This is an optimization exercise on Yosys and OpenROAD, whose aim is small area, not a production implementation.
In this exercise RTL edits were held to simulation tests only and were not proved equivalent to the original.
Power is estimated from default activity; no workload was simulated. The clock port is modelled as an ideal driver; clocking choices that lean on that would not hold on a real chip.

File: flow/config.mk
export PLATFORM = sky130hd
export DESIGN_NAME = fft_buf_top
export DESIGN_NICKNAME = fft_buf_top
export VERILOG_FILES = /design/flow/design.v
export SDC_FILE = /design/flow/constraint.sdc
export NUM_CORES = 4
export LEC_CHECK = 0
export CAP_MARGIN = 0
export CORE_MARGIN = 2
export CORE_UTILIZATION = 50
export SLEW_MARGIN = 0
export SYNTH_HIERARCHICAL = 1
export SYNTH_MINIMUM_KEEP_SIZE = 0
File: flow/constraint.sdc
create_clock -name core_clock -period 6.0 [get_ports {clk}]
set_input_delay 1.2000 -clock core_clock [delete_from_list [all_inputs] [get_ports {clk}]]
set_output_delay 1.2000 -clock core_clock [all_outputs]
set_load 0.01 [all_outputs]
File: flow/design.v
package buf_ctrl_pkg;
   typedef enum logic [1:0] {
      PHASE_0 = 2'd0,
      PHASE_1 = 2'd1,
      PHASE_2 = 2'd2
   } tribuf_phase_t;
   typedef enum logic [1:0] {
      IBUF_IDLE   = 2'd0,
      IBUF_STREAM = 2'd1,
      IBUF_FULL   = 2'd2
   } ibuf_state_t;
endpackage
package sample_pkg;
   parameter int BFP_W = 6;
   typedef logic [BFP_W-1:0] sample_bw_t;
endpackage
module istream_writer #(
   parameter int FRAME_LEN = 16,
   localparam int AW = $clog2(FRAME_LEN)
) (
   input  logic          clk,
   input  logic          rst,
   input  logic          run,
   input  logic          sact_istream,
   output logic          wr_act,
   output logic [AW-1:0] wr_addr,
   output buf_ctrl_pkg::ibuf_state_t input_buffer_status
);
   buf_ctrl_pkg::ibuf_state_t state;
   buf_ctrl_pkg::ibuf_state_t state_n;
   logic [AW-1:0] cnt;
   logic last_sample;
   assign input_buffer_status = state;
   assign wr_act = sact_istream && (state == buf_ctrl_pkg::IBUF_STREAM);
   assign last_sample = (cnt == AW'(FRAME_LEN - 1));
   always_comb begin
      state_n = state;
      case (state)
         buf_ctrl_pkg::IBUF_IDLE: state_n = buf_ctrl_pkg::IBUF_STREAM;
         buf_ctrl_pkg::IBUF_STREAM: begin
            if (!run && wr_act && last_sample) begin
               state_n = buf_ctrl_pkg::IBUF_FULL;
            end
         end
         buf_ctrl_pkg::IBUF_FULL: begin
            if (run) begin
               state_n = buf_ctrl_pkg::IBUF_STREAM;
            end
         end
         default: state_n = buf_ctrl_pkg::IBUF_IDLE;
      endcase
   end
   always_ff @(posedge clk) begin
      if (rst) begin
         state <= buf_ctrl_pkg::IBUF_IDLE;
      end else begin
         state <= state_n;
      end
   end
   always_ff @(posedge clk) begin
      if (rst) begin
         cnt <= '0;
      end else if (run || state != buf_ctrl_pkg::IBUF_STREAM) begin
         cnt <= '0;
      end else if (wr_act) begin
         cnt <= cnt + 1'b1;
      end
   end
   always_comb begin
      for (int i = 0; i < AW; i++) begin
         wr_addr[i] = cnt[AW-1-i];
      end
   end
endmodule
module bfp_frame_scale #(
   parameter int DW = 16
) (
   input  logic                 clk,
   input  logic                 rst,
   input  logic                 run,
   input  logic                 sample_act,
   input  logic signed [DW-1:0] sample_real,
   input  logic signed [DW-1:0] sample_imag,
   output sample_pkg::sample_bw_t frame_bw
);
   localparam int BW = sample_pkg::BFP_W;
   logic [DW-2:0] sig_real;
   logic [DW-2:0] sig_imag;
   logic [DW-2:0] acc;
   logic [DW-2:0] acc_n;
   logic [BW-2:0] bw_q;
   logic [BW-2:0] bw_n;
   assign sig_real = sample_real[DW-2:0] ^ {(DW-1){sample_real[DW-1]}};
   assign sig_imag = sample_imag[DW-2:0] ^ {(DW-1){sample_imag[DW-1]}};
   assign acc_n = acc | ({(DW-1){sample_act}} & (sig_real | sig_imag));
   always_comb begin
      bw_n = (BW-1)'(1);
      for (int i = 0; i < DW - 1; i++) begin
         if (acc_n[i]) begin
            bw_n = (BW-1)'(i + 2);
         end
      end
   end
   always_ff @(posedge clk) begin
      if (rst || run) begin
         acc <= '0;
      end else begin
         acc <= acc_n;
      end
   end
   always_ff @(posedge clk) begin
      if (rst) begin
         bw_q <= (BW-1)'(1);
      end else if (run) begin
         bw_q <= bw_n;
      end
   end
   assign frame_bw = {1'b0, bw_q};
endmodule
module tribuf_arbiter #(
   parameter int FRAME_LEN = 16,
   parameter int DW = 16,
   localparam int AW = $clog2(FRAME_LEN)
) (
   input  logic                 clk,
   input  logic                 rst,
   input  logic                 run,
   input  logic                 wr_act,
   input  logic [AW-1:0]        wr_addr,
   input  logic signed [DW-1:0] wr_real,
   input  logic signed [DW-1:0] wr_imag,
   input  logic                 dmaact,
   input  logic [AW-1:0]        dmaa,
   output logic signed [DW-1:0] dmadr_real,
   output logic signed [DW-1:0] dmadr_imag
);
   localparam int NW = 3 * FRAME_LEN;
   logic [2:0] phase;
   logic [2:0] dma_bank;
   logic [2*DW-1:0] wdw;
   logic [2*DW-1:0] mem [NW];
   logic [NW-1:0] wsel;
   logic [NW-1:0] rsel;
   logic [2*DW-1:0] rd_word;
   logic [2*DW-1:0] rd_q;
   always_ff @(posedge clk) begin
      if (rst) begin
         phase <= 3'b001;
      end else if (run) begin
         phase <= {phase[1:0], phase[2]};
      end
   end
   assign dma_bank = {phase[1:0], phase[2]};
   assign wdw = {wr_imag, wr_real};
   always_comb begin
      for (int b = 0; b < 3; b++) begin
         for (int i = 0; i < FRAME_LEN; i++) begin
            wsel[b*FRAME_LEN+i] = wr_act && phase[b] && (wr_addr == AW'(i));
            rsel[b*FRAME_LEN+i] = !rst && dma_bank[b] && (dmaa == AW'(i));
         end
      end
   end
   for (genvar w = 0; w < NW; w++) begin : g_word
      always_ff @(posedge clk) begin
         if (wsel[w]) begin
            mem[w] <= wdw;
         end
      end
   end
   logic [2*DW-1:0] term_n [NW/3];
   for (genvar g = 0; g < NW / 3; g++) begin : g_term
      for (genvar k = 0; k < 2 * DW; k++) begin : g_bit
         rd_term3 u_term (
            .s0 (rsel[3*g]),
            .s1 (rsel[3*g+1]),
            .s2 (rsel[3*g+2]),
            .d0 (mem[3*g][k]),
            .d1 (mem[3*g+1][k]),
            .d2 (mem[3*g+2][k]),
            .y_n (term_n[g][k])
         );
      end
   end
   always_comb begin
      rd_word = '1;
      for (int g = 0; g < NW / 3; g++) begin
         rd_word = rd_word & term_n[g];
      end
      rd_word = ~rd_word;
   end
   always_ff @(posedge clk) begin
      if (rst || dmaact) begin
         rd_q <= rd_word;
      end
   end
   assign {dmadr_imag, dmadr_real} = rd_q;
endmodule
module rd_term3 (
   input  logic s0,
   input  logic s1,
   input  logic s2,
   input  logic d0,
   input  logic d1,
   input  logic d2,
   output logic y_n
);
   assign y_n = ~((s0 & d0) | (s1 & d1) | (s2 & d2));
endmodule
module fft_buf_top #(
   parameter int FRAME_LEN = 16,
   parameter int DW = 16,
   localparam int AW = $clog2(FRAME_LEN)
) (
   input  logic                 clk,
   input  logic                 rst,
   input  logic                 run,
   input  logic                 sact_istream,
   input  logic signed [DW-1:0] sdw_istream_real,
   input  logic signed [DW-1:0] sdw_istream_imag,
   input  logic                 dmaact,
   input  logic [AW-1:0]        dmaa,
   output logic signed [DW-1:0] dmadr_real,
   output logic signed [DW-1:0] dmadr_imag,
   output logic [1:0]           input_buffer_status,
   output logic [5:0]           frame_bw
);
   logic wr_act;
   logic [AW-1:0] wr_addr;
   istream_writer #(
      .FRAME_LEN (FRAME_LEN)
   ) u_writer (
      .clk                 (clk),
      .rst                 (rst),
      .run                 (run),
      .sact_istream        (sact_istream),
      .wr_act              (wr_act),
      .wr_addr             (wr_addr),
      .input_buffer_status (input_buffer_status)
   );
   bfp_frame_scale #(
      .DW (DW)
   ) u_scale (
      .clk         (clk),
      .rst         (rst),
      .run         (run),
      .sample_act  (wr_act),
      .sample_real (sdw_istream_real),
      .sample_imag (sdw_istream_imag),
      .frame_bw    (frame_bw)
   );
   tribuf_arbiter #(
      .FRAME_LEN (FRAME_LEN),
      .DW        (DW)
   ) u_arbiter (
      .clk        (clk),
      .rst        (rst),
      .run        (run),
      .wr_act     (wr_act),
      .wr_addr    (wr_addr),
      .wr_real    (sdw_istream_real),
      .wr_imag    (sdw_istream_imag),
      .dmaact     (dmaact),
      .dmaa       (dmaa),
      .dmadr_real (dmadr_real),
      .dmadr_imag (dmadr_imag)
   );
endmodule
File: flow/flow/run.sh
#!/bin/bash
# Standard layout, with a clock tree built from fewer, larger sink clusters
# and without dummy loads, and the smallest buffer on each port.
set -euo pipefail
export CTS_ARGS="-sink_clustering_enable -repair_clock_nets -dont_use_dummy_load -sink_clustering_size 30 -sink_clustering_max_diameter 90"
export BUFFER_PORTS_ARGS="-buffer_cell sky130_fd_sc_hd__buf_1"
bash standard.sh > standard_flow.log 2>&1
File: flow/standard.sh
#!/bin/bash
# synth_recipe.tcl (not shown) runs the flow's synth.tcl, then flattens the netlist and writes it again
# the make line also repeats each setting of config.mk as NAME=value (left out here)
make -C /OpenROAD-flow-scripts/flow DESIGN_CONFIG=/design/flow/config.mk WORK_HOME=/design/flow/orfs CLKGATE_MAP_FILE= SYNTH_SCRIPT=/design/flow/synth_recipe.tcl "${@:-finish}"
==> reports/results.txt, run 1 <==
endpoints failing hold: 0
Die X: 338 µm
Initial DRT Pass Iterations: 9
Post-synth top flop: edfxtp_1
total number of vias: 30826
Num CTS Buffers: 60
Worst VDD drop: 0.000235 V
DPL Wire Length: 101 mm
Ys Warns: 12
#FFs+latches synth: 1597
Gate power share: 3.6%
FMAX: 213 MHz
Via-to-Cell Ratio: 7.15
Post-Synth XOR/XNOR Area: 0.519%
Hold WS: 0.484 ns
average size of a mapped cell: 21.6 µm²
Req. time, crit path: 6.45 ns
Reg clk slew, reported paths: 0.10 ns
status: finished with violations
insertion delay to the later sink of the worst-skew pair: 0.73 ns
M3 GR Usage: 6.48%
busiest grt layer: met2
H-tree levels: 2
GPL Wtd Cong: 0.898
DRT iter0 DRCs: 7113
largest net degree at the start of global routing: 50
Max Buffers Root-to-Sink: 3
Worst Tran Pin Value: 1.43 ns
post-CTS sizing: 0
Rel. slew slack: 4.34%
DRC: 0
Die Span Y: 338 µm
Crit. End Element: flip-flop
unique cell type count in the Yosys netlist: 53
total core area: 111000 µm²
Setup WS pre-CTS: 0.746 ns
most common cell after layout, fill and taps aside: edfxtp_1
CTS tree: built
Final Cycle Share: 78.4%
RSZ-0062 raised after global routing: no
switch share: 20.5%
P_sw: 3.66 mW
die area: 114000 µm²
Root Driver: clkbuf_16
num ports: 81
arrival time worst endpoint: 5.16 ns
layout cells sized above 1: 11.5%
setup violators final: 0
Post-Syn Instances: 2573
M2 GR Usage: 46.1%
Setup Fix Bufs, Post-CTS: 0
Synth-to-Final Area Change: 9.23%
WL final: 168 mm
DRT antenna net count: 1
global-route wire length before repair: 231 mm
compound-cell area share of the yosys netlist: 9.61%
max-cap violation count: 0
crit-path max FO: 32
Layout Check Fails: antenna violations
PortBufs: 79
setup_tns: 0 ns
fraction of synthesized area in multiplexers: 0.0540%
initial antenna violation count: 30
final setup skew: 0.0652 ns
Starting Density: 50.3%
simple-gate share of the synthesized area: 3.81%
Synth Area in Adders: 0.0225%
WL/cell: 39.0 µm
most frequent cells in the layout: edfxtp_1, a222oi_1, nand4_1
Clk pwr share: 27.3%
grt total ovfl: 0
crit path launch type: input pin
NumNets Final: 2855
Final min period: 4.70 ns
Min-Delay Path Class: reg -> reg
Synthesized Nets: 2615
EDFF count, synth: 1568
worst hold path depth: 2
register share of total power: 69.1%
final setup margin: 1.30 ns
largest family of logic cells by synthesized area: compound AO/OA/AOI/OAI gates
pwr/cell area: 294 nW/µm²
# clock sinks: 1597
mapped cell area: 55600 µm²
number of global-route vias before repair: 28848
Slew Limit Fails: 0
share of flip-flops with an asynchronous set or reset: 0%
leakage: 18.0 nW
Crit Path Category: in -> reg
Worst Reg-to-Reg Cells: 7
Core Rows: 122
fillcell total: 8343
M1 GR Usage: 41.4%
hold bufs inserted after CTS: 0
Total GRT Usage: 29.4%
internal power: 14.2 mW
sequential area share after synthesis: 85.7%
kinds of logic after synthesis:
kind of cell / count (synthesis)
mux: 3
flops: 1597
other cells: 1
fa+ha+maj: 1
compound gates: 545
simple gates: 364
buf+inv: 29
xor+xnor: 33
synth_stat cells, types with 3 or more instances:
| cell type | count | share of area [%] |
|---|---|---|
| buf_2 | 11 | 0.099 |
| inv_1 | 4 | 0.027 |
| nor4_1 | 13 | 0.15 |
| nand2b_1 | 8 | 0.090 |
| and2b_1 | 4 | 0.054 |
| nor2b_1 | 4 | 0.045 |
| a21oi_1 | 12 | 0.11 |
| mux2i_1 | 3 | 0.054 |
| nand4bb_1 | 9 | 0.18 |
| or4b_1 | 8 | 0.14 |
| dfxtp_1 | 29 | 1.0 |
| nand4b_1 | 8 | 0.13 |
| edfxtp_1 | 1568 | 85 |
| xor2_1 | 14 | 0.22 |
| a222oi_1 | 512 | 9.2 |
| o21ai_0 | 5 | 0.045 |
| nand4_1 | 134 | 1.5 |
| xnor2_1 | 19 | 0.30 |
| clkbuf_1 | 8 | 0.054 |
| nor2_1 | 114 | 0.77 |
| nand2_1 | 13 | 0.088 |
| or4_1 | 34 | 0.46 |
final cells by class:
cell class	instances	area [µm²]	share of cell area [%]
multi-input cells	947	8440	13.9
diodes	10	25.0	0.0412
clock buffers	60	1500	2.47
repair buffers	202	1260	2.07
flip-flops and latches	1597	47700	78.4
well taps	1488	1860	3.06
inverters	5	18.8	0.0309
stage by stage:
| stage | cell area [µm²] | power, mW | instances | utilization (%) |
|---|---|---|---|---|
| 6_report | 60800 | 17.9 | 4309 | 55.0 |
| 3_5_place_dp | 59200 | 13.2 | 4239 | 53.6 |
| 2_1_floorplan | 55600 | 12.8 | 2573 | - |
| 5_1_grt | 60700 | 18.3 | 4299 | 55.0 |
| 3_3_place_gp | 59200 | 13.2 | 4239 | 53.6 |
| 4_1_cts | 60700 | 17.9 | 4299 | 55.0 |
power groups by stage:
stage | sequential, mW | clock [mW] | combinational [mW]
final | 12.4 | 4.89 | 0.636
after global routing | 12.4 | 5.28 | 0.667
after CTS | 12.4 | 4.94 | 0.635
after detailed placement | 12.6 | 0 | 0.635
after global placement | 12.6 | 0 | 0.618
after floorplan | 12.6 | 0 | 0.173
registers in the layout, indices dropped and copies added (netlist names):
register         flops
u_writer.state       2
u_arbiter.phase      3
u_arbiter.rd_q      32
u_writer.cnt         4
u_arbiter.mem     1536
u_scale.bw_q         5
u_scale.acc         15
per-layer routing:
metal  vias up  part of all wire [%]  routed length, µm
met1     16142                    38              63200
met5         -                  0.16                267
met3       254                    12              20500
met4        40                   3.5               5870
li1      12333                     -                  -
met2      2057                    47              78200
worst max-delay path, cell delays in order:
cell	delay, ns
buf_1	0.37
nand2b_1	0.59
buf_4	0.33
nor4_2	0.07
buf_4	0.32
a222oi_1	0.97
nand4_1	0.63
or4_1	0.61
final timing paths:
path | from | to | slack [ns]
hold reg to reg | u_scale.bw_q[3]$_SDFFE_PP0P_ | u_scale.bw_q[3]$_SDFFE_PP0P_ | 0.48
setup / recovery | rst | u_arbiter.rd_q[25]$_DFFE_PP_ | 1.30
setup reg to reg | u_arbiter.phase[2]$_SDFFE_PP0P_ | u_arbiter.rd_q[25]$_DFFE_PP_ | 1.92
hold / removal | u_scale.bw_q[3]$_SDFFE_PP0P_ | u_scale.bw_q[3]$_SDFFE_PP0P_ | 0.48
==> inputs of run 2 (changes only) <==
--- a/flow/config.mk
+++ b/flow/config.mk
@@ -5,9 +5,10 @@
 export SDC_FILE = /design/flow/constraint.sdc
 export NUM_CORES = 4
 export LEC_CHECK = 0
-export CAP_MARGIN = 0
+export CAP_MARGIN = 5
 export CORE_MARGIN = 2
 export CORE_UTILIZATION = 50
-export SLEW_MARGIN = 0
+export GPL_TIMING_DRIVEN = 0
+export SLEW_MARGIN = 5
 export SYNTH_HIERARCHICAL = 1
 export SYNTH_MINIMUM_KEEP_SIZE = 0
==> reports/results.txt, run 2 <==
arrival time worst endpoint: 5.44 ns (was 5.16 ns)
met3 WL: 19.4 mm (was 20.5 mm)
Final min period: 4.98 ns (was 4.70 ns)
Setup WS pre-CTS: 0.362 ns (was 0.746 ns)
CP Cell Sequence: buf_1 > nand2b_1 > clkbuf_1 > buf_2 > nor2_4 > buf_12 > a222oi_1 > nand4_1 > or4_1 (was buf_1 > nand2b_1 > buf_4 > nor4_2 > buf_4 > a222oi_1 > nand4_1 > or4_1)
Max Buffers Root-to-Sink: 3 (unchanged)
biggest registers after layout: u_arbiter.mem x1536, u_arbiter.rd_q x32, u_scale.acc x15 (unchanged)
FMAX: 201 MHz (was 213 MHz)
final setup skew: 0.0272 ns (was 0.0652 ns)
Final Non-Filler Cells: 4382 (was 4309)
Die Span Y: 338 µm (unchanged)
Synthesized Nets: 2615 (unchanged)
WL final: 162 mm (was 168 mm)
leakage: 19.0 nW (was 18.0 nW)
total core area: 111000 µm² (unchanged)
internal power: 14.2 mW (about the same)
number of global-route vias before repair: 29092 (was 28848)
PortBufs: 79 (unchanged)
Initial DRT Pass Iterations: 9 (unchanged)
Rel. slew slack: 15.7% (was 4.34%)
Post-synth top flop: edfxtp_1 (unchanged)
WL/cell: 37.0 µm (was 39.0 µm)
Root Driver: clkbuf_16 (unchanged)
EDFF count, synth: 1568 (unchanged)
DPL Wire Length: 109 mm (was 101 mm)
pwr/cell area: 281 nW/µm² (was 294 nW/µm²)
P_sw: 3.55 mW (was 3.66 mW)
share of flip-flops with an asynchronous set or reset: 0% (unchanged)
WL met1: 60.0 mm (was 63.2 mm)
Min-Delay Path Class: reg -> reg (unchanged)
Buf+Inv Stages, Crit Path: 4 (was 3)
hold bufs inserted after CTS: 0 (unchanged)
NumNets Final: 2934 (was 2855)
largest net degree at the start of global routing: 50 (unchanged)
RSZ-0062 raised after global routing: no (unchanged)
Die X: 338 µm (unchanged)
layout cells sized above 1: 13.6% (was 11.5%)
CP max stage delay: 0.67 ns (was 0.97 ns)
Req. time, crit path: 6.46 ns (was 6.45 ns)
num ports: 81 (unchanged)
most frequent cells in the layout: edfxtp_1, a222oi_1, nand4_1 (unchanged)
average size of a mapped cell: 21.6 µm² (unchanged)
H-tree levels: 2 (unchanged)
Clk pwr share: 27.0% (was 27.3%)
Ys Warns: 12 (unchanged)
Final Cycle Share: 83.0% (was 78.4%)
DP Area: 61700 µm² (was 59200 µm²)
Top delay family on crit path: buffers and inverters (was simple AND/OR/NAND/NOR gates)
Hold WS: 0.489 ns (was 0.484 ns)
Worst Tran Pin Value: 1.27 ns (was 1.43 ns)
Top Metal Used: met5 (unchanged)
DRT antenna net count: 0 (was 1)
Power, Total: 17.8 mW (was 17.9 mW)
sequential area share after synthesis: 85.7% (unchanged)
met2 wire len: 76.8 mm (was 78.2 mm)
GPL Wtd Cong: 0.939 (was 0.898)
Core Rows: 122 (unchanged)
area share of the largest cell type after synthesis: 84.6% (unchanged)
CTS tree: built (unchanged)
mapped cell area: 55600 µm² (unchanged)
Crit. End Element: flip-flop (unchanged)
Starting Density: 50.3% (unchanged)
initial antenna violation count: 24 (was 30)
total number of vias: 30490 (was 30826)
end-of-flow core utilization: 57.2% (was 55.0%)
grt total ovfl: 0 (unchanged)
insertion delay to the later sink of the worst-skew pair: 0.72 ns (was 0.73 ns)
design area: 63200 µm² (was 60800 µm²)
endpoints failing hold: 0 (unchanged)
global-route wire length before repair: 221 mm (was 231 mm)
crit path launch type: input pin (unchanged)
Num CTS Buffers: 59 (was 60)
worst hold path depth: 2 (unchanged)
die area: 114000 µm² (unchanged)
switch share: 20.0% (was 20.5%)
Critical Path Slowest Stage Cell: nand4_1 (was a222oi_1)
Reg clk slew, reported paths: 0.11 ns (was 0.10 ns)
Setup Fix Bufs, Post-CTS: 0 (unchanged)
#FFs+latches synth: 1597 (unchanged)
crit-path max FO: 22 (was 32)
top post-synthesis cells by area: edfxtp_1, a222oi_1, nand4_1 (unchanged)
setup violators final: 0 (unchanged)
Worst Reg-to-Reg Cells: 8 (was 7)
Worst VDD drop: 0.000241 V (was 0.000235 V)
Via-to-Cell Ratio: 6.96 (was 7.15)
Gate power share: 3.8% (was 3.6%)
setup_tns: 0 ns (unchanged)
# clock sinks: 1597 (unchanged)
unique cell type count in the Yosys netlist: 53 (unchanged)
Total GRT Usage: 28.2% (was 29.4%)
Post-synth top cells: edfxtp_1, a222oi_1, nand4_1 (unchanged)
final setup margin: 1.02 ns (was 1.30 ns)
Biggest register: u_arbiter.mem (unchanged)
count leader, synth: edfxtp_1 (unchanged)
DRC: 0 (unchanged)
DRT iter0 DRCs: 6183 (was 7113)
max-cap violation count: 0 (unchanged)
status: timing/DRC/antenna clean (was finished with violations)
register share of total power: 69.2% (was 69.1%)
DP Cell Count: 4319 (was 4239)
most common cell after layout, fill and taps aside: edfxtp_1 (unchanged)
Synth-to-Final Area Change: 13.6% (was 9.23%)
max reg flops: 1536 (unchanged)
Crit Path Category: in -> reg (unchanged)
Post-Syn Instances: 2573 (unchanged)
Synth area leader: edfxtp_1 (unchanged)
WP depth: 9 (was 8)
Slew Limit Fails: 0 (unchanged)
post-CTS sizing: 0 (unchanged)
## run 2: cell count changes in the layout (fill, tap and decap cells not counted), sizes merged
cell | previous run | this run
buf | 170 | 274
clkbuf | 92 | 67
diode | 10 | 4
## run 2: final timing paths
check,start,endpoint,slack [ns]
worst max-delay path,rst,u_arbiter.rd_q[15]$_DFFE_PP_,1.02
worst min-delay path,u_scale.bw_q[3]$_SDFFE_PP0P_,u_scale.bw_q[3]$_SDFFE_PP0P_,0.49
worst max register to register,u_arbiter.phase[0]$_SDFFE_PP1P_,u_arbiter.rd_q[15]$_DFFE_PP_,1.94
worst min register to register,u_scale.bw_q[3]$_SDFFE_PP0P_,u_scale.bw_q[3]$_SDFFE_PP0P_,0.49
## run 2: worst register-to-register path, cell delays in order, from the launching register on
cell      delay, ns
dfxtp_1        0.35
nand2b_1       0.08
clkbuf_1       0.55
buf_2          0.59
nor2_4         0.21
buf_12         0.24
a222oi_1       0.45
nand4_1        0.67
or4_1          0.67
## run 2: logic make-up after synthesis
kind of cell | Yosys count | share of synthesized area, %
DFF | 1597 | 85.7
adders and majority gates | 1 | 0.0225
AOI/OAI and AO/OA | 545 | 9.61
and+or+nand+nor | 364 | 3.81
buffers and inverters | 29 | 0.304
muxes | 3 | 0.0540
other | 1 | 0.00674
xor gates and xnor gates | 33 | 0.520
## run 2: layout make-up
class | count | area [µm²]
Timing Repair Buffer | 258 | 3530
Antenna cell | 4 | 10.0
Tap cell | 1488 | 1860
Multi-Input combinational cell | 947 | 8510
Sequential cell | 1597 | 47700
Clock buffer | 59 | 1480
Fill cell | 8049 | 47300
Inverter | 5 | 18.8
Buffer | 24 | 150
## run 2: per-layer routing
layer	vias up	track usage, %
met5	-	0
met4	26	9.30
met3	276	7.01
met2	1993	45.4
met1	15693	38.0
li1	12502	-
## run 2: power groups by stage
stage               Clock (mW)  Sequential, mW  Combinational (mW)
global route              5.20            12.3               0.714
detailed placement           0            12.6               0.676
CTS                       4.87            12.3               0.677
finish                    4.80            12.3               0.679
floorplan                    0            12.6               0.173
global placement             0            12.6               0.554
==> inputs of run 3 (changes only) <==
--- a/flow/config.mk
+++ b/flow/config.mk
@@ -8,7 +8,6 @@
 export CAP_MARGIN = 5
 export CORE_MARGIN = 2
 export CORE_UTILIZATION = 50
-export GPL_TIMING_DRIVEN = 0
 export SLEW_MARGIN = 5
 export SYNTH_HIERARCHICAL = 1
 export SYNTH_MINIMUM_KEEP_SIZE = 0
==> reports/results.txt, run 3 <==
status: timing/DRC/antenna clean (unchanged)
setup violators final: 0 (unchanged)
share of flip-flops with an asynchronous set or reset: 0% (unchanged)
Register Area: 47700 µm² (unchanged)
GPL Wtd Cong: 0.898 (was 0.939)
R2R Setup Slk: 1.93 ns (was 1.94 ns)
Reg clk slew, reported paths: 0.10 ns (was 0.11 ns)
Core Rows: 122 (unchanged)
Post-Syn Instances: 2573 (unchanged)
Initial DRT Pass Iterations: 10 (was 9)
EDFF count, synth: 1568 (unchanged)
area share of the largest cell type after synthesis: 84.6% (unchanged)
Setup crit end: u_arbiter.rd_q[25]$_DFFE_PP_ (was u_arbiter.rd_q[15]$_DFFE_PP_)
worst r2r dst: u_arbiter.rd_q[25]$_DFFE_PP_ (was u_arbiter.rd_q[15]$_DFFE_PP_)
worst reg2reg path startpoint: u_arbiter.phase[2]$_SDFFE_PP0P_ (was u_arbiter.phase[0]$_SDFFE_PP1P_)
CP Cell Sequence: buf_1 > nand2b_1 > buf_4 > nor4_2 > buf_4 > a222oi_1 > nand4_1 > or4_1 (was buf_1 > nand2b_1 > clkbuf_1 > buf_2 > nor2_4 > buf_12 > a222oi_1 > nand4_1 > or4_1)
grt total ovfl: 0 (unchanged)
die area: 114000 µm² (unchanged)
most frequent CP cell: buf_4
CP max stage delay: 0.95 ns (was 0.67 ns)
Biggest register: u_arbiter.mem (unchanged)
setup_tns: 0 ns (unchanged)
DRT antenna net count: 0 (unchanged)
Synth area leader: edfxtp_1 (unchanged)
max-cap violation count: 0 (unchanged)
global-route wire length before repair: 231 mm (was 221 mm)
DP Area: 59200 µm² (was 61700 µm²)
num ports: 81 (unchanged)
multi-input logic area: 8440 µm² (was 8510 µm²)
biggest registers after layout: u_arbiter.mem x1536, u_arbiter.rd_q x32, u_scale.acc x15 (unchanged)
total number of vias: 30884 (was 30490)
Crit. End Element: flip-flop (unchanged)
Total GRT Usage: 29.4% (was 28.2%)
Post-synth top flop: edfxtp_1 (unchanged)
FMAX: 214 MHz (was 201 MHz)
number of global-route vias before repair: 28848 (was 29092)
endpoints failing hold: 0 (unchanged)
Worst Tran Pin Value: 1.38 ns (was 1.27 ns)
unique cell type count in the Yosys netlist: 53 (unchanged)
Post-synth top cells: edfxtp_1, a222oi_1, nand4_1 (unchanged)
Root Driver: clkbuf_16 (unchanged)
sequential area share after synthesis: 85.7% (unchanged)
H-tree levels: 2 (unchanged)
mapped cell area: 55600 µm² (unchanged)
Synth-to-Final Area Change: 9.33% (was 13.6%)
Min-Delay Path Class: reg -> reg (unchanged)
average size of a mapped cell: 21.6 µm² (unchanged)
leakage: 18.0 nW (was 19.0 nW)
Worst VDD drop: 0.000237 V (was 0.000241 V)
Ys Warns: 12 (unchanged)
top post-synthesis cells by area: edfxtp_1, a222oi_1, nand4_1 (unchanged)
# clock sinks: 1597 (unchanged)
post-CTS sizing: 0 (unchanged)
crit path launch type: input pin (unchanged)
insertion delay to the later sink of the worst-skew pair: 0.74 ns (was 0.72 ns)
Die Span Y: 338 µm (unchanged)
DRC: 0 (unchanged)
WL final: 168 mm (was 162 mm)
initial antenna violation count: 30 (was 24)
most common cell after layout, fill and taps aside: edfxtp_1 (unchanged)
count leader, synth: edfxtp_1 (unchanged)
Via-to-Cell Ratio: 7.17 (was 6.96)
RSZ-0062 raised after global routing: no (unchanged)
PortBufs: 79 (unchanged)
max reg flops: 1536 (unchanged)
Critical Path Slowest Stage Cell: a222oi_1 (was nand4_1)
layout cells sized above 1: 11.6% (was 13.6%)
Final min period: 4.67 ns (was 4.98 ns)
NumNets Final: 2858 (was 2934)
HP Start: u_scale.bw_q[3]$_SDFFE_PP0P_ (unchanged)
DPL Wire Length: 101 mm (was 109 mm)
Slew Limit Fails: 0 (unchanged)
WL/cell: 39.0 µm (was 37.0 µm)
Synthesized Nets: 2615 (unchanged)
Setup crit start: rst (unchanged)
Max Buffers Root-to-Sink: 3 (unchanged)
#FFs+latches synth: 1597 (unchanged)
largest net degree at the start of global routing: 50 (unchanged)
pwr/cell area: 294 nW/µm² (was 281 nW/µm²)
fillcell total: 8332 (was 8049)
most frequent cells in the layout: edfxtp_1, a222oi_1, nand4_1 (unchanged)
Worst Reg-to-Reg Cells: 7 (was 8)
design area: 60800 µm² (was 63200 µm²)
Setup Fix Bufs, Post-CTS: 0 (unchanged)
Rel. slew slack: 7.64% (was 15.7%)
DRT iter0 DRCs: 7260 (was 6183)
crit-path max FO: 32 (was 22)
Die X: 338 µm (unchanged)
Final Cycle Share: 77.9% (was 83.0%)
hold bufs inserted after CTS: 0 (unchanged)
Num CTS Buffers: 60 (was 59)
arrival time worst endpoint: 5.13 ns (was 5.44 ns)
final setup skew: 0.0678 ns (was 0.0272 ns)
total core area: 111000 µm² (unchanged)
Starting Density: 50.3% (unchanged)
Req. time, crit path: 6.45 ns (was 6.46 ns)
Crit Path Category: in -> reg (unchanged)
CTS tree: built (unchanged)
==> run 3: cell count changes in the layout (fill, tap and decap cells not counted), moves of 4 or more <==
cell and change:
buf_4 +59, buf_12 -57, buf_16 -55, buf_2 -43, clkbuf_2 +32, nor2_2 +14, nor2_4 -14, clkbuf_1 -8
buf_6 -4, diode_2 +4
==> run 3: per-layer routing <==
metal	vias up	track usage, %	wire length (µm)
met2	2143	46.1	78400
met3	263	6.48	20800
met4	36	9.01	5900
met5	-	0	245
li1	12336	-	-
met1	16106	41.4	62600
==> run 3: per-stage QoR <==
step / setup slack (ns) / cells / hold slack, ns / util, % / power, mW
final: 1.33 / 4310 / 0.484 / 55.0 / 17.9
after global routing: 1.43 / 4302 / 0.495 / 55.0 / 18.3
after CTS: 1.50 / 4299 / 0.482 / 55.0 / 17.9
after detailed placement: 0.746 / 4239 / 0.472 / 53.6 / 13.2
after global placement: 0.788 / 4239 / 0.460 / 53.6 / 13.2
after floorplan: 0.820 / 2573 / 0.437 / - / 12.8
==> run 3: cell families (layout without fill, tap and decap cells) <==
group / count (synthesis) / in the layout / share of synthesized area [%]
mux: 3 / 3 / 0.0540
compound gates: 545 / 545 / 9.61
xor+xnor: 33 / 33 / 0.520
simple gates: 364 / 364 / 3.81
flops: 1597 / 1597 / 85.7
other cells: 1 / 9 / 0.00674
buf+inv: 29 / 270 / 0.304
fa+ha+maj: 1 / 1 / 0.0225
==> run 3: critical path: cells and delay by family <==
| family | cells | cell delay (ns) |
|---|---|---|
| AND/OR/NAND/NOR | 4 | 1.91 |
| AO/OA/AOI/OAI | 1 | 0.95 |
| buffers and inverters | 3 | 1.00 |
==> run 3: worst min path at each step <==
stage	end	cells past startpoint
finish	u_scale.bw_q[3]$_SDFFE_PP0P_	2
global route	u_scale.bw_q[3]$_SDFFE_PP0P_	2
CTS	u_scale.bw_q[3]$_SDFFE_PP0P_	2
detailed placement	u_scale.acc[0]$_SDFF_PP0_	2
global placement	u_scale.acc[7]$_SDFF_PP0_	2
floorplan	u_scale.acc[0]$_SDFF_PP0_	2
==> run 3: power by group <==
group	switching, mW	leakage [nW]	internal (mW)
registers	0.0642	14.4	12.3
clock network	3.09	0.739	1.80
logic	0.503	2.91	0.132
total	3.66	18.0	14.2
==> run 3: cell type report <==
class                   instances  area share [%]
clock buffers                  60            2.47
repair buffers                205            2.17
inverters                       5          0.0309
multi-input cells             947            13.9
flip-flops and latches       1597            78.4
well taps                    1488            3.06
diodes                          8          0.0329
==> inputs of run 4 (changes only) <==
--- a/flow/config.mk
+++ b/flow/config.mk
@@ -7,7 +7,7 @@
 export LEC_CHECK = 0
 export CAP_MARGIN = 5
 export CORE_MARGIN = 2
-export CORE_UTILIZATION = 50
+export CORE_UTILIZATION = 60
 export SLEW_MARGIN = 5
 export SYNTH_HIERARCHICAL = 1
 export SYNTH_MINIMUM_KEEP_SIZE = 0
==> reports/results.txt, run 4 <==
area share of the largest cell type after synthesis: 84.6% (unchanged)
Starting Density: 60.6% (was 50.3%)
total core area: 91800 µm² (was 111000 µm²)
DRC: 0 (unchanged)
Synth area leader: edfxtp_1 (unchanged)
R2R Setup Slk: 2.24 ns (was 1.93 ns)
Top delay family on crit path: simple AND/OR/NAND/NOR gates (unchanged)
EDFF count, synth: 1568 (unchanged)
Core Rows: 111 (was 122)
switch share: 20.4% (about the same)
Post-synth top flop: edfxtp_1 (unchanged)
setup_tns: 0 ns (unchanged)
Die Span Y: 309 µm (was 338 µm)
Gate power share: 3.6% (about the same)
RSZ-0062 raised after global routing: no (unchanged)
Setup Fix Bufs, Post-CTS: 0 (unchanged)
final setup skew: 0.0346 ns (was 0.0678 ns)
Max Buffers Root-to-Sink: 3 (unchanged)
Final Cycle Share: 72.3% (was 77.9%)
worst hold path depth: 2 (unchanged)
mapped cell area: 55600 µm² (unchanged)
Req. time, crit path: 6.44 ns (was 6.45 ns)
unique cell type count in the Yosys netlist: 53 (unchanged)
CTS tree: built (unchanged)
endpoints failing hold: 0 (unchanged)
insertion delay to the later sink of the worst-skew pair: 0.70 ns (was 0.74 ns)
H-tree levels: 2 (unchanged)
Critical Path Slowest Stage Cell: nand4_1 (was a222oi_1)
total number of vias: 30812 (was 30884)
Setup WS pre-CTS: 1.13 ns (was 0.746 ns)
Reg clk slew, reported paths: 0.10 ns (about the same)
number of global-route vias before repair: 28717 (was 28848)
Post-synth top cells: edfxtp_1, a222oi_1, nand4_1 (unchanged)
Num CTS Buffers: 59 (was 60)
DRT antenna net count: 0 (unchanged)
WL/cell: 40.7 µm (was 39.0 µm)
WP depth: 7 (was 8)
Total GRT Usage: 34.5% (was 29.4%)
leakage: 18.0 nW (about the same)
Synthesized Nets: 2615 (unchanged)
fillcell total: 6048 (was 8332)
end-of-flow core utilization: 65.8% (was 55.0%)
GPL Wtd Cong: 0.868 (was 0.898)
initial antenna violation count: 22 (was 30)
register share of total power: 69.3% (was 69.1%)
P_sw: 3.64 mW (was 3.66 mW)
CP Cell Sequence: buf_1 > nand2b_1 > nor2_2 > buf_4 > a222oi_1 > nand4_1 > or4_1 (was buf_1 > nand2b_1 > buf_4 > nor4_2 > buf_4 > a222oi_1 > nand4_1 > or4_1)
#FFs+latches synth: 1597 (unchanged)
CP max stage delay: 0.73 ns (was 0.95 ns)
Buf+Inv Stages, Crit Path: 2 (was 3)
max reg flops: 1536 (unchanged)
Synth-to-Final Area Change: 8.58% (was 9.33%)
die area: 95200 µm² (was 114000 µm²)
# clock sinks: 1597 (unchanged)
max-cap violation count: 0 (unchanged)
grt total ovfl: 0 (unchanged)
Initial DRT Pass Iterations: 10 (unchanged)
setup violators final: 0 (unchanged)
Root Driver: clkbuf_16 (unchanged)
num ports: 81 (unchanged)
FMAX: 231 MHz (was 214 MHz)
Clk pwr share: 27.1% (was 27.3%)
Final min period: 4.34 ns (was 4.67 ns)
arrival time worst endpoint: 4.78 ns (was 5.13 ns)
Ys Warns: 12 (unchanged)
top post-synthesis cells by area: edfxtp_1, a222oi_1, nand4_1 (unchanged)
post-CTS sizing: 0 (unchanged)
Die X: 309 µm (was 338 µm)
Via-to-Cell Ratio: 7.60 (was 7.17)
Crit Path Category: in -> reg (unchanged)
crit-path max FO: 21 (was 32)
count leader, synth: edfxtp_1 (unchanged)
Biggest register: u_arbiter.mem (unchanged)
share of flip-flops with an asynchronous set or reset: 0% (unchanged)
sequential area share after synthesis: 85.7% (unchanged)
biggest registers after layout: u_arbiter.mem x1536, u_arbiter.rd_q x32, u_scale.acc x15 (unchanged)
Crit. End Element: flip-flop (unchanged)
DPL Wire Length: 93.4 mm (was 101 mm)
Worst Reg-to-Reg Cells: 6 (was 7)
Slew Limit Fails: 0 (unchanged)
largest net degree at the start of global routing: 54 (was 50)
final setup margin: 1.66 ns (was 1.33 ns)
Worst VDD drop: 0.000286 V (was 0.000237 V)
hold bufs inserted after CTS: 0 (unchanged)
pwr/cell area: 295 nW/µm² (was 294 nW/µm²)
status: timing/DRC/antenna clean (unchanged)
Rel. slew slack: 11.3% (was 7.64%)
Power, Total: 17.8 mW (was 17.9 mW)
internal power: 14.2 mW (about the same)
WL final: 165 mm (was 168 mm)
Min-Delay Path Class: reg -> reg (unchanged)
PortBufs: 79 (unchanged)
DRT iter0 DRCs: 7401 (was 7260)
most common cell after layout, fill and taps aside: edfxtp_1 (unchanged)
average size of a mapped cell: 21.6 µm² (unchanged)
crit path launch type: input pin (unchanged)
layout cells sized above 1: 11.2% (was 11.6%)
Worst Tran Pin Value: 1.33 ns (was 1.38 ns)
NumNets Final: 2845 (was 2858)
most frequent cells in the layout: edfxtp_1, a222oi_1, nand4_1 (unchanged)
global-route wire length before repair: 225 mm (was 231 mm)
Post-Syn Instances: 2573 (unchanged)
## run 4: cells by family after synthesis
family | synth area share, %
XOR/XNOR | 0.520
AND/OR/NAND/NOR | 3.81
buffers and inverters | 0.304
flip-flops | 85.7
AO/OA/AOI/OAI | 9.61
adder cells (fa/ha/maj) | 0.0225
multiplexers | 0.0540
other | 0.00674
## run 4: worst min-delay path, delay by kind of cell, from the launching register on
family	cells	cell delay, ns
AND/OR/NAND/NOR	2	0.13
flip-flops	1	0.32
## run 4: power by group through the flow
| stage | Combinational (mW) | Sequential [mW] | Clock (mW) |
|---|---|---|---|
| CTS | 0.622 | 12.4 | 4.85 |
| floorplan | 0.173 | 12.6 | 0 |
| global placement | 0.602 | 12.6 | 0 |
| detailed placement | 0.621 | 12.6 | 0 |
| finish | 0.633 | 12.4 | 4.84 |
| global route | 0.659 | 12.4 | 5.20 |
## run 4: worst paths after layout
| check | startpoint | end |
|---|---|---|
| worst min-delay path | u_scale.acc[0]$_SDFF_PP0_ | u_scale.acc[0]$_SDFF_PP0_ |
| worst max-delay path | rst | u_arbiter.rd_q[0]$_DFFE_PP_ |
| worst min register to register | u_scale.acc[0]$_SDFF_PP0_ | u_scale.acc[0]$_SDFF_PP0_ |
| worst max register to register | u_arbiter.phase[2]$_SDFFE_PP0P_ | u_arbiter.rd_q[0]$_DFFE_PP_ |
## run 4: layout make-up
cell class	instances	area [µm²]	area share (%)
Sequential cell	1597	47700	78.9
Tap cell	1243	1560	2.57
Clock buffer	59	1480	2.44
Inverter	5	18.8	0.0311
Multi-Input combinational cell	947	8480	14.0
Antenna cell	10	25.0	0.0414
Timing Repair Buffer	193	1190	1.97
## run 4: per-stage QoR
step	cells	hold slack, ns	area (µm²)
2_1_floorplan	2573	0.437	55600
3_3_place_gp	3985	0.459	58900
3_5_place_dp	3985	0.463	58900
4_1_cts	4044	0.489	60400
5_1_grt	4045	0.519	60400
6_report	4054	0.482	60400
## run 4: metal layers
layer	GRT usage [%]	share of wire [%]	up-vias
met5	0	0.083	-
met1	49.6	37	15904
met2	52.0	45	2306
met4	12.3	4.2	22
met3	8.83	14	270
li1	-	-	12310
==> inputs of run 5 (changes only) <==
--- a/flow/config.mk
+++ b/flow/config.mk
@@ -7,7 +7,7 @@
 export LEC_CHECK = 0
 export CAP_MARGIN = 5
 export CORE_MARGIN = 2
-export CORE_UTILIZATION = 60
+export CORE_UTILIZATION = 70
 export SLEW_MARGIN = 5
 export SYNTH_HIERARCHICAL = 1
 export SYNTH_MINIMUM_KEEP_SIZE = 0
==> reports/results.txt, run 5 <==
DRC: 0 (unchanged)
Worst Reg-to-Reg Cells: 6 (unchanged)
Ys Warns: 12 (unchanged)
Post-synth top flop: edfxtp_1 (unchanged)
Max Buffers Root-to-Sink: 3 (unchanged)
Worst VDD drop: 0.000328 V (was 0.000286 V)
grt total ovfl: 0 (unchanged)
share of flip-flops with an asynchronous set or reset: 0% (unchanged)
WL final: 161 mm (was 165 mm)
#FFs+latches synth: 1597 (unchanged)
Slew Limit Fails: 0 (unchanged)
insertion delay to the later sink of the worst-skew pair: 0.69 ns (was 0.70 ns)
Synthesized Nets: 2615 (unchanged)
initial antenna violation count: 24 (was 22)
final setup margin: 1.85 ns (was 1.66 ns)
Rel. slew slack: 6.51% (was 11.3%)
biggest registers after layout: u_arbiter.mem x1536, u_arbiter.rd_q x32, u_scale.acc x15 (unchanged)
Req. time, crit path: 6.42 ns (was 6.44 ns)
Worst Tran Pin Value: 1.40 ns (was 1.33 ns)
NumNets Final: 2857 (was 2845)
GPL Wtd Cong: 0.990 (was 0.868)
Die X: 286 µm (was 309 µm)
global-route wire length before repair: 221 mm (was 225 mm)
Final Non-Filler Cells: 3872 (was 4054)
worst reg2reg path startpoint: u_arbiter.phase[1]$_SDFFE_PP0P_ (was u_arbiter.phase[2]$_SDFFE_PP0P_)
RSZ-0062 raised after global routing: no (unchanged)
EDFF count, synth: 1568 (unchanged)
most frequent cells in the layout: edfxtp_1, a222oi_1, nand4_1 (unchanged)
most common cell after layout, fill and taps aside: edfxtp_1 (unchanged)
arrival time worst endpoint: 4.56 ns (was 4.78 ns)
fillcell total: 4373 (was 6048)
Post-Syn Instances: 2573 (unchanged)
max-cap violation count: 0 (unchanged)
FMAX: 241 MHz (was 231 MHz)
final setup skew: 0.0753 ns (was 0.0346 ns)
Root Driver: clkbuf_16 (unchanged)
Die Span Y: 286 µm (was 309 µm)
Post-synth top cells: edfxtp_1, a222oi_1, nand4_1 (unchanged)
mapped cell area: 55600 µm² (unchanged)
average size of a mapped cell: 21.6 µm² (unchanged)
Initial DRT Pass Iterations: 10 (unchanged)
worst hold path depth: 2 (unchanged)
Synth area leader: edfxtp_1 (unchanged)
PortBufs: 79 (unchanged)
Crit. End Element: flip-flop (unchanged)
DP Cell Count: 3803 (was 3985)
Min-Delay Path Class: reg -> reg (unchanged)
R2R Setup Slk: 2.51 ns (was 2.24 ns)
DRT iter0 DRCs: 7843 (was 7401)
largest net degree at the start of global routing: 50 (was 54)
Biggest register: u_arbiter.mem (unchanged)
Num CTS Buffers: 59 (unchanged)
Crit Path Category: in -> reg (unchanged)
setup_tns: 0 ns (unchanged)
crit path launch type: input pin (unchanged)
DP Area: 58600 µm² (was 58900 µm²)
Power, Total: 17.8 mW (about the same)
CTS tree: built (unchanged)
area share of the largest cell type after synthesis: 84.6% (unchanged)
Setup WS pre-CTS: 1.33 ns (was 1.13 ns)
Core Rows: 103 (was 111)
WL/cell: 41.5 µm (was 40.7 µm)
count leader, synth: edfxtp_1 (unchanged)
num ports: 81 (unchanged)
setup violators final: 0 (unchanged)
multi-input logic area: 8300 µm² (was 8480 µm²)
post-CTS sizing: 0 (unchanged)
pwr/cell area: 296 nW/µm² (was 295 nW/µm²)
total core area: 78900 µm² (was 91800 µm²)
Starting Density: 70.5% (was 60.6%)
leakage: 18.0 nW (about the same)
worst r2r dst: u_arbiter.rd_q[28]$_DFFE_PP_ (was u_arbiter.rd_q[0]$_DFFE_PP_)
DPL Wire Length: 91.0 mm (was 93.4 mm)
Reg clk slew, reported paths: 0.11 ns (was 0.10 ns)
# clock sinks: 1597 (unchanged)
Setup Fix Bufs, Post-CTS: 0 (unchanged)
H-tree levels: 2 (unchanged)
design area: 60100 µm² (was 60400 µm²)
hold bufs inserted after CTS: 0 (unchanged)
crit-path max FO: 32 (was 21)
Final Cycle Share: 69.1% (was 72.3%)
status: timing/DRC/antenna clean (unchanged)
layout cells sized above 1: 11.6% (was 11.2%)
Synth-to-Final Area Change: 8.02% (was 8.58%)
Final min period: 4.15 ns (was 4.34 ns)
unique cell type count in the Yosys netlist: 53 (unchanged)
DRT antenna net count: 0 (unchanged)
hold endpoint: u_scale.acc[0]$_SDFF_PP0_ (unchanged)
die area: 81800 µm² (was 95200 µm²)
Via-to-Cell Ratio: 8.10 (was 7.60)
sequential area share after synthesis: 85.7% (unchanged)
top post-synthesis cells by area: edfxtp_1, a222oi_1, nand4_1 (unchanged)
Register Area: 47700 µm² (unchanged)
max reg flops: 1536 (unchanged)
Total GRT Usage: 39.2% (was 34.5%)
endpoints failing hold: 0 (unchanged)
number of global-route vias before repair: 29212 (was 28717)
HP Start: u_scale.acc[0]$_SDFF_PP0_ (unchanged)
total number of vias: 31374 (was 30812)
run 5: cell types whose count changed in the layout (fill, tap and decap cells not counted), sizes merged:
cell	previous run	this run
diode	10	9
buf	161	173
run 5: how the worst max path moves through the flow:
| stage | slack, ns | start | endpoint |
|---|---|---|---|
| after floorplan | 0.82 | sact_istream | u_arbiter.mem[3][0]$_DFFE_PP_ |
| after global placement | 1.41 | rst | u_arbiter.rd_q[13]$_DFFE_PP_ |
| after detailed placement | 1.33 | rst | u_arbiter.rd_q[1]$_DFFE_PP_ |
| after CTS | 2.06 | rst | u_arbiter.rd_q[28]$_DFFE_PP_ |
| final | 1.85 | rst | u_arbiter.rd_q[28]$_DFFE_PP_ |
| after global routing | 1.82 | rst | u_arbiter.rd_q[3]$_DFFE_PP_ |
run 5: worst max-delay path, stage by stage:
cell      delay (ns)
buf_1           0.38
nand2b_1        0.83
nor2_2          0.07
buf_4           0.32
a222oi_1        0.47
nand4_1         0.55
or4_1           0.69
run 5: logic make-up after synthesis:
family	synth area share, %
DFF	85.7
AOI/OAI and AO/OA	9.61
and+or+nand+nor	3.81
xor gates and xnor gates	0.520
buffers and inverters	0.304
muxes	0.0540
adders and majority gates	0.0225
other	0.00674
run 5: stage by stage:
step	utilization (%)	hold slack, ns
3_5_place_dp	74.3	0.463
6_report	76.2	0.493
3_3_place_gp	74.3	0.454
4_1_cts	76.1	0.489
2_1_floorplan	-	0.437
5_1_grt	76.2	0.503
run 5: power breakdown:
group,internal [mW],switching (mW)
clock network,1.77,2.98
logic,0.130,0.498
registers,12.3,0.0999
run 5: area by class of cell:
type | count | area share (%)
flip-flops and latches | 1597 | 79.3
multi-input cells | 947 | 13.8
clock buffers | 59 | 2.46
well taps | 1050 | 2.19
repair buffers | 205 | 2.17
diodes | 9 | 0.0375
inverters | 5 | 0.0312
run 5: per-layer routing:
layer  GRT usage (%)  routed length (µm)  share of wire, %  vias to the layer above
met4            14.8                7000               4.4                       24
met1            55.8               53900                34                    15713
met3            11.6               26300                16                      364
li1                -                   -                 -                    12323
met2            59.0               73200                46                     2950
met5               0                 145             0.090                        -
==> inputs of run 6 (changes only) <==
--- a/flow/design.v
+++ b/flow/design.v
@@ -139,8 +139,6 @@
    logic [2:0] dma_bank;
    logic [2*DW-1:0] wdw;
    logic [2*DW-1:0] mem [NW];
-   logic [NW-1:0] wsel;
-   logic [NW-1:0] rsel;
    logic [2*DW-1:0] rd_word;
    logic [2*DW-1:0] rd_q;
    always_ff @(posedge clk) begin
@@ -152,18 +150,25 @@
    end
    assign dma_bank = {phase[1:0], phase[2]};
    assign wdw = {wr_imag, wr_real};
-   always_comb begin
-      for (int b = 0; b < 3; b++) begin
-         for (int i = 0; i < FRAME_LEN; i++) begin
-            wsel[b*FRAME_LEN+i] = wr_act && phase[b] && (wr_addr == AW'(i));
-            rsel[b*FRAME_LEN+i] = !rst && dma_bank[b] && (dmaa == AW'(i));
-         end
-      end
-   end
+   logic [NW-1:0] wsel_lo, wsel_hi;
+   logic [NW-1:0] rsel_lo, rsel_hi;
+   word_dec #(.FRAME_LEN (FRAME_LEN)) u_dec_lo (
+      .rst (rst), .wr_act (wr_act), .wr_bank (phase), .wr_addr (wr_addr),
+      .rd_bank (dma_bank), .rd_addr (dmaa), .wsel (wsel_lo), .rsel (rsel_lo)
+   );
+   word_dec #(.FRAME_LEN (FRAME_LEN)) u_dec_hi (
+      .rst (rst), .wr_act (wr_act), .wr_bank (phase), .wr_addr (wr_addr),
+      .rd_bank (dma_bank), .rd_addr (dmaa), .wsel (wsel_hi), .rsel (rsel_hi)
+   );
    for (genvar w = 0; w < NW; w++) begin : g_word
       always_ff @(posedge clk) begin
-         if (wsel[w]) begin
-            mem[w] <= wdw;
+         if (wsel_lo[w]) begin
+            mem[w][DW-1:0] <= wdw[DW-1:0];
+         end
+      end
+      always_ff @(posedge clk) begin
+         if (wsel_hi[w]) begin
+            mem[w][2*DW-1:DW] <= wdw[2*DW-1:DW];
          end
       end
    end
@@ -171,9 +176,9 @@
    for (genvar g = 0; g < NW / 3; g++) begin : g_term
       for (genvar k = 0; k < 2 * DW; k++) begin : g_bit
          rd_term3 u_term (
-            .s0 (rsel[3*g]),
-            .s1 (rsel[3*g+1]),
-            .s2 (rsel[3*g+2]),
+            .s0 (k < DW ? rsel_lo[3*g] : rsel_hi[3*g]),
+            .s1 (k < DW ? rsel_lo[3*g+1] : rsel_hi[3*g+1]),
+            .s2 (k < DW ? rsel_lo[3*g+2] : rsel_hi[3*g+2]),
             .d0 (mem[3*g][k]),
             .d1 (mem[3*g+1][k]),
             .d2 (mem[3*g+2][k]),
@@ -205,6 +210,29 @@
    output logic y_n
 );
    assign y_n = ~((s0 & d0) | (s1 & d1) | (s2 & d2));
+endmodule
+module word_dec #(
+   parameter int FRAME_LEN = 16,
+   localparam int AW = $clog2(FRAME_LEN),
+   localparam int NW = 3 * FRAME_LEN
+) (
+   input  logic          rst,
+   input  logic          wr_act,
+   input  logic [2:0]    wr_bank,
+   input  logic [AW-1:0] wr_addr,
+   input  logic [2:0]    rd_bank,
+   input  logic [AW-1:0] rd_addr,
+   output logic [NW-1:0] wsel,
+   output logic [NW-1:0] rsel
+);
+   always_comb begin
+      for (int b = 0; b < 3; b++) begin
+         for (int i = 0; i < FRAME_LEN; i++) begin
+            wsel[b*FRAME_LEN+i] = wr_act && wr_bank[b] && (wr_addr == AW'(i));
+            rsel[b*FRAME_LEN+i] = !rst && rd_bank[b] && (rd_addr == AW'(i));
+         end
+      end
+   end
 endmodule
 module fft_buf_top #(
    parameter int FRAME_LEN = 16,
--- a/flow/config.mk
+++ b/flow/config.mk
@@ -7,7 +7,7 @@
 export LEC_CHECK = 0
 export CAP_MARGIN = 5
 export CORE_MARGIN = 2
-export CORE_UTILIZATION = 70
+export CORE_UTILIZATION = 50
 export SLEW_MARGIN = 5
 export SYNTH_HIERARCHICAL = 1
 export SYNTH_MINIMUM_KEEP_SIZE = 0
==> reports/results.txt, run 6 <==
count leader, synth: edfxtp_1 (unchanged)
Final min period: 3.76 ns (was 4.15 ns)
Final Cycle Share: 62.7% (was 69.1%)
setup_tns: 0 ns (unchanged)
FMAX: 266 MHz (was 241 MHz)
Worst VDD drop: 0.000268 V (was 0.000328 V)
Post-Synth XOR/XNOR Area: 0.513% (was 0.519%)
Root Driver: clkbuf_16 (unchanged)
insertion delay to the later sink of the worst-skew pair: 0.73 ns (was 0.69 ns)
H-tree levels: 2 (unchanged)
Via-to-Cell Ratio: 6.98 (was 8.10)
# clock sinks: 1597 (unchanged)
Synthesized Nets: 2762 (was 2615)
top post-synthesis cells by area: edfxtp_1, a222oi_1, nand4_1 (unchanged)
WL final: 157 mm (was 161 mm)
max-cap violation count: 0 (unchanged)
crit path launch type: input pin (unchanged)
most frequent cells in the layout: edfxtp_1, a222oi_1, buf_4 (was edfxtp_1, a222oi_1, nand4_1)
initial antenna violation count: 8 (was 24)
Synth-to-Final Area Change: 9.18% (was 8.02%)
Post-synth top flop: edfxtp_1 (unchanged)
status: timing/DRC/antenna clean (unchanged)
Setup WS pre-CTS: 1.46 ns (was 1.33 ns)
die area: 115000 µm² (was 81800 µm²)
area share of the largest cell type after synthesis: 83.5% (was 84.6%)
DP Area: 60000 µm² (was 58600 µm²)
num ports: 81 (unchanged)
pwr/cell area: 290 nW/µm² (was 296 nW/µm²)
Crit Path Category: in -> reg (unchanged)
fraction of synthesized area in multiplexers: 0.0533% (was 0.0540%)
share of flip-flops with an asynchronous set or reset: 0% (unchanged)
global-route wire length before repair: 222 mm (was 221 mm)
Total GRT Usage: 26.7% (was 39.2%)
Crit. End Element: flip-flop (unchanged)
mapped cell area: 56400 µm² (was 55600 µm²)
biggest registers after layout: u_arbiter.mem x1536, u_arbiter.rd_q x32, u_scale.acc x15 (unchanged)
Die Span Y: 340 µm (was 286 µm)
Ys Warns: 13 (was 12)
most common cell after layout, fill and taps aside: edfxtp_1 (unchanged)
Starting Density: 50.2% (was 70.5%)
Synth Area in Adders: 0.0222% (was 0.0225%)
Post-Syn Instances: 2720 (was 2573)
total number of vias: 31526 (was 31374)
CTS tree: built (unchanged)
PortBufs: 79 (unchanged)
Core Rows: 123 (was 103)
NumNets Final: 3054 (was 2857)
largest family of logic cells by synthesized area: compound AO/OA/AOI/OAI gates (unchanged)
Synth area leader: edfxtp_1 (unchanged)
#FFs+latches synth: 1597 (unchanged)
DRT iter0 DRCs: 6744 (was 7843)
Rel. slew slack: 12.7% (was 6.51%)
post-CTS sizing: 0 (unchanged)
GPL Wtd Cong: 0.862 (was 0.990)
setup violators final: 0 (unchanged)
R2R Setup Slk: 2.63 ns (was 2.51 ns)
WL/cell: 34.8 µm (was 41.5 µm)
final setup skew: 0.0774 ns (was 0.0753 ns)
Num CTS Buffers: 60 (was 59)
largest net degree at the start of global routing: 64 (was 50)
crit-path max FO: 16 (was 32)
layout cells sized above 1: 11.7% (was 11.6%)
endpoints failing hold: 0 (unchanged)
Slew Limit Fails: 0 (unchanged)
DRC: 0 (unchanged)
unique cell type count in the Yosys netlist: 55 (was 53)
number of global-route vias before repair: 29636 (was 29212)
CP max stage delay: 0.81 ns (was 0.83 ns)
RSZ-0062 raised after global routing: no (unchanged)
Die X: 340 µm (was 286 µm)
average size of a mapped cell: 20.7 µm² (was 21.6 µm²)
Max Buffers Root-to-Sink: 3 (unchanged)
Initial DRT Pass Iterations: 9 (was 10)
leakage: 18.6 nW (was 18.0 nW)
total core area: 112000 µm² (was 78900 µm²)
max reg flops: 1536 (unchanged)
EDFF count, synth: 1568 (unchanged)
hold bufs inserted after CTS: 0 (unchanged)
Req. time, crit path: 6.46 ns (was 6.42 ns)
CP Cell Sequence: buf_1 > nand2b_1 > nor2_1 > a222oi_1 > nand4_1 > or4_1 (was buf_1 > nand2b_1 > nor2_2 > buf_4 > a222oi_1 > nand4_1 > or4_1)
Min-Delay Path Class: reg -> reg (unchanged)
Worst Tran Pin Value: 1.30 ns (was 1.40 ns)
grt total ovfl: 0 (unchanged)
Reg clk slew, reported paths: 0.10 ns (was 0.11 ns)
Setup Fix Bufs, Post-CTS: 0 (unchanged)
compound-cell area share of the yosys netlist: 9.49% (was 9.61%)
simple-gate share of the synthesized area: 5.01% (was 3.81%)
DPL Wire Length: 98.3 mm (was 91.0 mm)
design area: 61500 µm² (was 60100 µm²)
final setup margin: 2.24 ns (was 1.85 ns)
Biggest register: u_arbiter.mem (unchanged)
Critical Path Slowest Stage Cell: a222oi_1 (was nand2b_1)
Post-synth top cells: edfxtp_1, a222oi_1, nor2_1 (was edfxtp_1, a222oi_1, nand4_1)
arrival time worst endpoint: 4.22 ns (was 4.56 ns)
DRT antenna net count: 0 (unchanged)
sequential area share after synthesis: 84.6% (was 85.7%)
run 6: critical path: cells and delay by family:
family	cells	cell delay, ns
compound gates	1	0.81
buf+inv	1	0.54
simple gates	4	1.64
run 6: cells by family (layout without fill, tap and decap cells):
kind of cell               after synthesis  in the layout
and+or+nand+nor                        504            504
other                                    1              6
AOI/OAI and AO/OA                      545            545
adders and majority gates                1              1
DFF                                   1597           1597
xor gates and xnor gates                33             33
muxes                                    3              3
buffers and inverters                   36            326
run 6: through the flow:
stage               util [%]  total power, mW  hold slack, ns  instances
finish                  54.8             17.8           0.491       4515
CTS                     54.8             17.9           0.496       4509
floorplan                  -             12.8           0.437       2720
global route            54.8             18.3           0.526       4510
detailed placement      53.5             13.2           0.471       4449
global placement        53.5             13.2           0.461       4449
run 6: layout make-up:
class	count	area, µm²
clock buffer	60	1500
inverter	5	18.8
timing repair buffer	261	1710
antenna	5	12.5
sequential	1597	47700
multi-input combinational	1087	8750
fill	8391	50700
tap	1500	1880
run 6: report_power, final:
part | switching, mW | total, mW | internal, mW
logic | 0.462 | 0.599 | 0.138
registers | 0.0562 | 12.4 | 12.3
clock network | 3.07 | 4.87 | 1.80
run 6: routing by layer:
metal | global-route usage [%] | wire length, µm
met5 | 0 | 26
met4 | 4.92 | 3020
met3 | 5.59 | 19700
met2 | 41.0 | 71500
met1 | 40.3 | 63000
run 6: worst paths after layout:
kind              depth (start not counted)                           to                            start
setup reg to reg                          6  u_arbiter.rd_q[0]$_DFFE_PP_  u_arbiter.phase[0]$_SDFFE_PP1P_
setup / recovery                          6  u_arbiter.rd_q[5]$_DFFE_PP_                          dmaa[0]
hold reg to reg                           2    u_scale.acc[7]$_SDFF_PP0_        u_scale.acc[7]$_SDFF_PP0_
hold / removal                            2    u_scale.acc[7]$_SDFF_PP0_        u_scale.acc[7]$_SDFF_PP0_

[static timing again, ports no longer ideal]
How much do the figures lean on ideal ports? The routed layouts below were timed once more, with nothing changed but the port constraints.
Step 1 sets driving cells, clkbuf_16 on the clock port and buf_2 on the other inputs (assumed; they add their load-dependent delay and slew).
Step 2 adds t to the input delays and takes it off the output delays; t is the mean of the earliest and latest rising clock arrival at the registers after step 1. Input paths then give back, and output paths get back, about the clock's delay inside the block.
Three values: ideal ports, drivers, drivers and shift; two values: the first two.
run | shift t [ns] | setup slack, ns | hold slack, ns | worst slew at a driven data input, ns | pins driven straight from the clock port
run 1 | 0.779 | 1.296 / 1.322 / 0.543 | 0.484 / 0.484 / 0.484 | 0.19 | 1
run 2 | 0.785 | 1.018 / 1.068 / 0.283 | 0.489 / 0.489 / 0.489 | 0.16 | 1
run 3 | 0.782 | 1.327 / 1.355 / 0.573 | 0.484 / 0.484 / 0.484 | 0.20 | 1
run 4 | 0.764 | 1.664 / 1.715 / 0.951 | 0.482 / 0.482 / 0.482 | 0.18 | 1
run 5 | 0.732 | 1.853 / 1.898 / 1.166 | 0.493 / 0.493 / 0.493 | 0.14 | 1
run 6 | 0.762 | 2.236 / 2.219 / 1.456 | 0.491 / 0.491 / 0.491 | 0.18 | 1
For run 6, which loses most, drivers alone change the setup slack by -0.017 ns; drivers and shift together by -0.780 ns.
